Source: an optimization exercise on an open RTL-to-GDS flow (aim: small area). Production flows keep margins and buffers that such runs may drop. Where RTL was checked, it was by simulation tests only, not by an equivalence proof against the original.

==> indigo: inputs <==
==> flow/design.v <==
`timescale 1ns/10ps
package isa_pkg;
    localparam int INSTR_W = 18;
    localparam int OPCODE_MSB = 17;
    localparam int OPCODE_LSB = 14;
    localparam int R1_LSB = 10;
    localparam int R2_LSB = 6;
    localparam int R3_LSB = 2;
    localparam int IMM_W = 6;          
    localparam int JUMP_TGT_LSB = 4;   
    typedef enum logic [OPCODE_MSB-OPCODE_LSB:0] {
        OP_ADD     = 4'b0000,
        OP_ADDI    = 4'b0001,
        OP_NOR     = 4'b0010,
        OP_CMP     = 4'b0011,
        OP_AND     = 4'b0100,
        OP_ANDI    = 4'b0101,
        OP_NAND    = 4'b0110,
        OP_ILLEGAL = 4'b0111,   
        OP_LD      = 4'b1000,
        OP_ST      = 4'b1001,
        OP_JE      = 4'b1010,   
        OP_JA      = 4'b1011,   
        OP_JB      = 4'b1100,   
        OP_JAE     = 4'b1101,   
        OP_JBE     = 4'b1110,   
        OP_JUMP    = 4'b1111    
    } opcode_e;
endpackage
`timescale 1ns/10ps
package core_pkg;
    localparam int WORD_W = 18;
    localparam int ADDR_W = 10;       
    localparam int REG_ADDR_W = 4;
    localparam int NUM_REGS = 16;
    typedef enum logic [3:0] {
        S_INIT   = 4'd0,
        S_FETCH  = 4'd1,
        S_DECODE = 4'd2,
        S_ALU    = 4'd3,
        S_CMP    = 4'd4,
        S_LD     = 4'd5,
        S_ST     = 4'd6,
        S_JUMP   = 4'd7,
        S_WRITE  = 4'd8
    } state_e;
    typedef enum logic [1:0] {
        ALU_ADD  = 2'b00,
        ALU_NOR  = 2'b01,
        ALU_AND  = 2'b10,
        ALU_NAND = 2'b11
    } alu_op_e;
endpackage
`timescale 1ns/10ps
module fetch_unit (
    input  logic       clk,
    input  logic       reset,
    input  logic       step,
    input  logic       jump,
    input  logic [9:0] target,
    output logic [9:0] pc
);
    always_ff @(posedge clk or posedge reset) begin
        if (reset) begin
            pc <= '0;
        end else if (step & jump) begin
            pc <= target;
        end else begin
            pc <= pc + {9'd0, step};
        end
    end
endmodule
`timescale 1ns/10ps
module control_fsm (
    input  logic clk,
    input  logic reset,
    output logic p0,
    output logic p7,
    output logic p8,
    output logic [3:0] ph,
    output logic init
);
    always_ff @(posedge clk or posedge reset) begin
        if (reset) begin
            ph   <= '0;
            init <= 1'b1;
        end else begin
            ph   <= ph[3] ? 4'd0 : ph + 1'b1;
            if (p7) init <= 1'b0;
        end
    end
    assign p0 = ~|ph;
    assign p7 = &ph[2:0];
    assign p8 = ph[3];
endmodule
`timescale 1ns/10ps
module register_file (
    input  logic        clk,
    input  logic [15:0] we,
    input  logic [1:0]  wdata,
    input  logic [3:0]  raddr_a,
    input  logic [3:0]  raddr_b,
    output logic [1:0]  rdata_a,
    output logic [1:0]  rdata_b
);
    logic [8:0] lane0 [16];
    logic [8:0] lane1 [16];
    always_ff @(posedge clk) begin
        for (int r = 0; r < 16; r++) begin
            lane0[r] <= {lane0[r][0], lane0[r][8:2], we[r] ? wdata[0] : lane0[r][1]};
            lane1[r] <= {lane1[r][0], lane1[r][8:2], we[r] ? wdata[1] : lane1[r][1]};
        end
    end
    logic [15:0] head0, head1;
    always_comb begin
        for (int r = 0; r < 16; r++) begin
            head0[r] = lane0[r][0];
            head1[r] = lane1[r][0];
        end
    end
    function automatic logic sel16(input logic [15:0] d, input logic [3:0] lo, input logic [3:0] hi);
        logic [3:0] m;
        for (int g = 0; g < 4; g++) m[g] = |(d[4*g +: 4] & lo);
        sel16 = |(m & hi);
    endfunction
    logic [3:0] lo_a, hi_a, lo_b, hi_b;
    always_comb begin
        for (int i = 0; i < 4; i++) begin
            lo_a[i] = (raddr_a[1:0] == 2'(i));
            hi_a[i] = (raddr_a[3:2] == 2'(i));
            lo_b[i] = (raddr_b[1:0] == 2'(i));
            hi_b[i] = (raddr_b[3:2] == 2'(i));
        end
    end
    assign rdata_a = {sel16(head1, lo_a, hi_a), sel16(head0, lo_a, hi_a)};
    assign rdata_b = {sel16(head1, lo_b, hi_b), sel16(head0, lo_b, hi_b)};
endmodule
`timescale 1ns/10ps
module execute_unit (
    input  logic       clk,
    input  logic       reset,
    input  logic [3:0] op,
    input  logic       p0,
    input  logic       p8,
    input  logic [1:0] a,        
    input  logic [1:0] b,        
    output logic [1:0] res,
    output logic       zero_flag,
    output logic       carry_flag
);
    logic       is_cmp;
    logic       cy;
    logic       cin;
    logic [1:0] x;
    logic [2:0] sum;
    assign is_cmp = (op == 4'b0011);
    assign x      = is_cmp ? ~a : a;              
    assign cin    = p0 ? is_cmp : cy;
    assign sum    = {1'b0, x} + {1'b0, b} + {2'b00, cin};
    always_ff @(posedge clk) begin
        cy <= sum[2];
    end
    always_comb begin
        case (op[2:1])
            2'b00:   res = op[3] ? b : sum[1:0];    
            2'b01:   res = ~(a | b);                
            2'b10:   res = a & b;                   
            default: res = ~(a & b);                
        endcase
    end
    always_ff @(posedge clk or posedge reset) begin
        if (reset) begin
            zero_flag  <= 1'b0;
            carry_flag <= 1'b0;
        end else if (is_cmp) begin
            zero_flag <= (p0 | zero_flag) & (a == b);
            if (p8) carry_flag <= ~sum[2];
        end
    end
endmodule
`timescale 1ns/10ps
module cpu_top (
    input  logic        clk,
    input  logic        reset,
    output logic [9:0]  instr_addr,
    input  logic [17:0] instr_data,
    output logic [9:0]  mem_addr,
    output logic [17:0] mem_wdata,
    output logic        mem_we,
    output logic        mem_re,
    input  logic [17:0] mem_rdata
);
    logic [3:0]  op;
    logic [3:0]  ph;
    logic        p0, p7, p8, init;
    logic        is_alu, is_cmp, is_ld, is_st, use_imm, rb_r1;
    logic        taken;
    logic [3:0]  ra, rb;
    logic [1:0]  a, bp, b, imm2, res, wd;
    logic [15:0] t;
    logic        pend;
    logic [3:0]  rd;
    logic [15:0] we;
    logic        zf, cf;
    assign op      = instr_data[17:14];
    assign is_alu  = ~op[3] & ~(op[1] & op[0]);
    assign is_cmp  = (op == 4'b0011);
    assign is_ld   = (op == 4'b1000);
    assign is_st   = (op == 4'b1001);
    assign use_imm = ~op[3] & ~op[1] & op[0];
    assign rb_r1   = is_cmp | is_st;
    always_comb begin
        case (op)
            4'b1010: taken = zf & ~cf;
            4'b1011: taken = ~zf & ~cf;
            4'b1100: taken = cf & ~zf;
            4'b1101: taken = ~cf;
            4'b1110: taken = cf | zf;
            4'b1111: taken = 1'b1;
            default: taken = 1'b0;
        endcase
    end
    control_fsm i_control_fsm (
        .clk   (clk),
        .reset (reset),
        .p0    (p0),
        .p7    (p7),
        .p8    (p8),
        .ph    (ph),
        .init  (init)
    );
    fetch_unit i_fetch_unit (
        .clk    (clk),
        .reset  (reset),
        .step   (p7),
        .jump   (taken),
        .target (instr_data[13:4]),
        .pc     (instr_addr)
    );
    always_ff @(posedge clk or posedge reset) begin
        if (reset) begin
            pend <= 1'b0;
        end else if (p7) begin
            pend <= is_alu | is_ld;
        end
    end
    always_ff @(posedge clk) begin
        if (p7) rd <= instr_data[13:10];
    end
    always_comb begin
        for (int r = 0; r < 16; r++) we[r] = init | (pend & (rd == 4'(r)));
    end
    assign wd = init ? 2'b00 : (p8 & is_ld) ? mem_rdata[1:0] : t[1:0];
    assign ra = instr_data[9:6];
    assign rb = rb_r1 ? instr_data[13:10] : instr_data[5:2];
    register_file i_register_file (
        .clk     (clk),
        .we      (we),
        .wdata   (wd),
        .raddr_a (ra),
        .raddr_b (rb),
        .rdata_a (a),
        .rdata_b (bp)
    );
    always_comb begin
        case (ph)
            4'd0:    imm2 = instr_data[1:0];
            4'd1:    imm2 = instr_data[3:2];
            4'd2:    imm2 = instr_data[5:4];
            default: imm2 = 2'b00;
        endcase
    end
    assign b = use_imm ? imm2 : bp;
    execute_unit i_execute_unit (
        .clk        (clk),
        .reset      (reset),
        .op         (op),
        .p0         (p0),
        .p8         (p8),
        .a          (a),
        .b          (b),
        .res        (res),
        .zero_flag  (zf),
        .carry_flag (cf)
    );
    always_ff @(posedge clk) begin
        if (p8 & is_ld) t <= mem_rdata[17:2];
        else            t <= {res, t[15:2]};
    end
    assign mem_addr  = instr_data[9:0];
    assign mem_re    = p7 & is_ld;
    assign mem_we    = p8 & is_st;
    assign mem_wdata = {bp, t};
endmodule
==> flow/flow/run.sh <==
#!/bin/bash
# Standard ORFS layout (the standard.sh) with two changes that only
# affect buffering: the port buffers use the smallest buffer cell, and the
# clock tree uses the given buffers and clustering, without dummy loads.
set -euo pipefail
export BUFFER_PORTS_ARGS="-buffer_cell sky130_fd_sc_hd__buf_1"
export CTS_ARGS="-sink_clustering_enable -repair_clock_nets -dont_use_dummy_load -buf_list sky130_fd_sc_hd__clkbuf_8 -sink_clustering_size 16 -sink_clustering_max_diameter 60"
bash standard.sh > run_standard.log 2>&1
==> flow/standard.sh <==
#!/bin/bash
# synth_recipe.tcl (not shown) runs the flow's synth.tcl, then flattens the netlist and writes it again
# the make line also repeats each setting of config.mk as NAME=value (left out here)
make -C /OpenROAD-flow-scripts/flow DESIGN_CONFIG=/design/flow/config.mk WORK_HOME=/design/flow/orfs CLKGATE_MAP_FILE= SYNTH_SCRIPT=/design/flow/synth_recipe.tcl "${@:-finish}"
==> flow/config.mk <==
export PLATFORM = sky130hd
export DESIGN_NAME = cpu_top
export DESIGN_NICKNAME = cpu_top
export VERILOG_FILES = /design/flow/design.v
export SDC_FILE = /design/flow/constraint.sdc
export NUM_CORES = 4
export LEC_CHECK = 0
export ABC_AREA = 1
export CAP_MARGIN = 20
export CORE_MARGIN = 2
export CORE_UTILIZATION = 40
export SLEW_MARGIN = 20
==> flow/constraint.sdc <==
create_clock -name core_clock -period 8.0 [get_ports {clk}]
set_input_delay 1.6000 -clock core_clock [delete_from_list [all_inputs] [get_ports {clk}]]
set_output_delay 1.6000 -clock core_clock [all_outputs]
set_load 0.01 [all_outputs]
==> tundra: changes against indigo <==
==> flow/design.v, changed modules only <==
module fetch_unit (
    input  logic       clk,
    input  logic       reset,
    input  logic       step,
    input  logic       jump,
    input  logic [9:0] target,
    output logic [9:0] pc
);
    always_ff @(posedge clk or posedge reset) begin
        if (reset) begin
            pc <= '0;
        end else if (step) begin
            pc <= jump ? target : pc + 1'b1;
        end
    end
endmodule
module control_fsm (
    input  logic clk,
    input  logic reset,
    output logic p0,
    output logic p7,
    output logic p8,
    output logic [3:0] ph,
    output logic init
);
    always_ff @(posedge clk or posedge reset) begin
        if (reset) begin
            ph   <= '0;
            init <= 1'b1;
        end else begin
            ph   <= ph[3] ? 4'd0 : ph + 1'b1;
            if (ph[3]) init <= 1'b0;
        end
    end
    assign p0 = ~|ph;
    assign p7 = &ph[2:0];
    assign p8 = ph[3];
endmodule
module register_file (
    input  logic        clk,
    input  logic [15:0] we,
    input  logic [1:0]  wdata,
    input  logic [3:0]  raddr_a,
    input  logic [3:0]  raddr_b,
    output logic [1:0]  rdata_a,
    output logic [1:0]  rdata_b
);
    logic [8:0] lane0 [16];
    logic [8:0] lane1 [16];
    always_ff @(posedge clk) begin
        for (int r = 0; r < 16; r++) begin
            lane0[r] <= {we[r] ? wdata[0] : lane0[r][0], lane0[r][8:1]};
            lane1[r] <= {we[r] ? wdata[1] : lane1[r][0], lane1[r][8:1]};
        end
    end
    assign rdata_a = {lane1[raddr_a][0], lane0[raddr_a][0]};
    assign rdata_b = {lane1[raddr_b][0], lane0[raddr_b][0]};
endmodule
module cpu_top (
    input  logic        clk,
    input  logic        reset,
    output logic [9:0]  instr_addr,
    input  logic [17:0] instr_data,
    output logic [9:0]  mem_addr,
    output logic [17:0] mem_wdata,
    output logic        mem_we,
    output logic        mem_re,
    input  logic [17:0] mem_rdata
);
    logic [3:0]  op;
    logic [3:0]  ph;
    logic        p0, p7, p8, init;
    logic        is_alu, is_cmp, is_ld, is_st, use_imm, rb_r1;
    logic        taken;
    logic [3:0]  ra, rb;
    logic [1:0]  tap_a, tap_b;
    logic [1:0]  a, bp, b, imm2, res;
    logic [17:0] t;
    logic        pend;
    logic [3:0]  rd;
    logic [15:0] we;
    logic        zf, cf;
    assign op      = instr_data[17:14];
    assign is_alu  = ~op[3] & ~(op[1] & op[0]);
    assign is_cmp  = (op == 4'b0011);
    assign is_ld   = (op == 4'b1000);
    assign is_st   = (op == 4'b1001);
    assign use_imm = ~op[3] & ~op[1] & op[0];
    assign rb_r1   = is_cmp | is_st;
    always_comb begin
        case (op)
            4'b1010: taken = zf & ~cf;
            4'b1011: taken = ~zf & ~cf;
            4'b1100: taken = cf & ~zf;
            4'b1101: taken = ~cf;
            4'b1110: taken = cf | zf;
            4'b1111: taken = 1'b1;
            default: taken = 1'b0;
        endcase
    end
    control_fsm i_control_fsm (
        .clk   (clk),
        .reset (reset),
        .p0    (p0),
        .p7    (p7),
        .p8    (p8),
        .ph    (ph),
        .init  (init)
    );
    fetch_unit i_fetch_unit (
        .clk    (clk),
        .reset  (reset),
        .step   (p7),
        .jump   (taken),
        .target (instr_data[13:4]),
        .pc     (instr_addr)
    );
    always_ff @(posedge clk or posedge reset) begin
        if (reset) begin
            pend <= 1'b0;
        end else if (p8) begin
            pend <= is_alu | is_ld;
        end
    end
    always_ff @(posedge clk) begin
        if (p8) rd <= instr_data[13:10];
    end
    always_comb begin
        for (int r = 0; r < 16; r++) we[r] = init | (pend & (rd == 4'(r)));
    end
    assign ra = instr_data[9:6];
    assign rb = rb_r1 ? instr_data[13:10] : instr_data[5:2];
    register_file i_register_file (
        .clk     (clk),
        .we      (we),
        .wdata   (t[1:0] & {2{~init}}),
        .raddr_a (ra),
        .raddr_b (rb),
        .rdata_a (tap_a),
        .rdata_b (tap_b)
    );
    assign a  = init ? 2'b00 : (pend & (rd == ra)) ? t[1:0] : tap_a;
    assign bp = init ? 2'b00 : (pend & (rd == rb)) ? t[1:0] : tap_b;
    always_comb begin
        case (ph)
            4'd0:    imm2 = instr_data[1:0];
            4'd1:    imm2 = instr_data[3:2];
            4'd2:    imm2 = instr_data[5:4];
            default: imm2 = 2'b00;
        endcase
    end
    assign b = use_imm ? imm2 : bp;
    execute_unit i_execute_unit (
        .clk        (clk),
        .reset      (reset),
        .op         (op),
        .p0         (p0),
        .p8         (p8),
        .a          (a),
        .b          (b),
        .res        (res),
        .zero_flag  (zf),
        .carry_flag (cf)
    );
    always_ff @(posedge clk) begin
        if (p8 & is_ld) t <= mem_rdata;
        else            t <= {res, t[17:2]};
    end
    assign mem_addr  = instr_data[9:0];
    assign mem_re    = p7 & is_ld;
    assign mem_we    = p8 & is_st;
    assign mem_wdata = {bp, t[17:2]};
endmodule
==> flow/run.sh (new file) <==
#!/bin/bash
# synth_recipe.tcl (not shown) runs the flow's synth.tcl, then flattens the netlist and writes it again
# the make line also repeats each setting of config.mk as NAME=value (left out here)
make -C /OpenROAD-flow-scripts/flow DESIGN_CONFIG=/design/flow/config.mk WORK_HOME=/design/flow/orfs CLKGATE_MAP_FILE= SYNTH_SCRIPT=/design/flow/synth_recipe.tcl finish
Settings changed: ABC_AREA 1 to unset.
removed: flow/flow/run.sh
removed: flow/standard.sh
==> impl_metrics.py <==
metrics = {
    "outcome": {
        "status": "finished clean",
    },
    "worst_setup_path": {
        "crit_end": "mem_wdata[16]",
        "cp.arrival_ns": 5.01,
    },
    "cells_and_area": {
        "fin_area_um2": 11900,
    },
    "synthesis": {
        "yosys-top-cells-area": "dfxtp_1, dfrtp_1, a21oi_1",
    },
    "grt": {
        "grt_pass1_vias": 5979,
    },
}
# the run above: tundra

==> impl_metrics.py <==
metrics = {
    "drt": {
        "top_layer_used": "met4",
    },
    "cells_and_area": {
        "num-nonclk-inverters": 69,
        "fin_area_um2": 9930,
    },
    "sta": {
        "final_hold_viol_count": 0,
    },
    "grt": {
        "grt_pass1_vias": 4957,
    },
    "worst_setup_path": {
        "worstSetupStartpoint": "instr_data[15]",
        "cp.arrival_ns": 3.42,
    },
    "outcome": {
        "status": "finished clean",
    },
    "clock_network": {
        "clk_pin_slew_ns": 0.09,
    },
    "die": {
        "fp.dieW_um": 155,
    },
    "placement": {
        "port_buffers": 77,
    },
    "synthesis": {
        "synth_compound_area_frac": 0.0559,
    },
}
# the run above: indigo

No functional check of the RTL was part of indigo.

## afterwards: timing with drivers on the ports
How much do the figures lean on ideal ports? The routed layouts below were timed once more, with nothing changed but the port constraints.
Step 1, drivers: a clkbuf_16 drives clk and a buf_2 each remaining input, both assumed.
Step 2 moves the port delays by t, midway between the first and last clock arrival at a register: inputs arrive t later, outputs are due t later. That takes back most of the time a late clock gives input paths.
Slacks: no drivers / after step 1 / after step 2; pairs: no drivers / after step 1.
run	t, ns	setup WS [ns]	clock arrival spread, ns
indigo	0.552	2.979 / 2.954 / 2.954	0.049 / 0.049
tundra	0.577	1.390 / 1.364 / 1.364	0.011 / 0.011
After both steps every run listed still meets setup and hold. The setup slack of tundra, which loses most, moves by -0.026 ns with the drivers and by -0.026 ns with both steps.
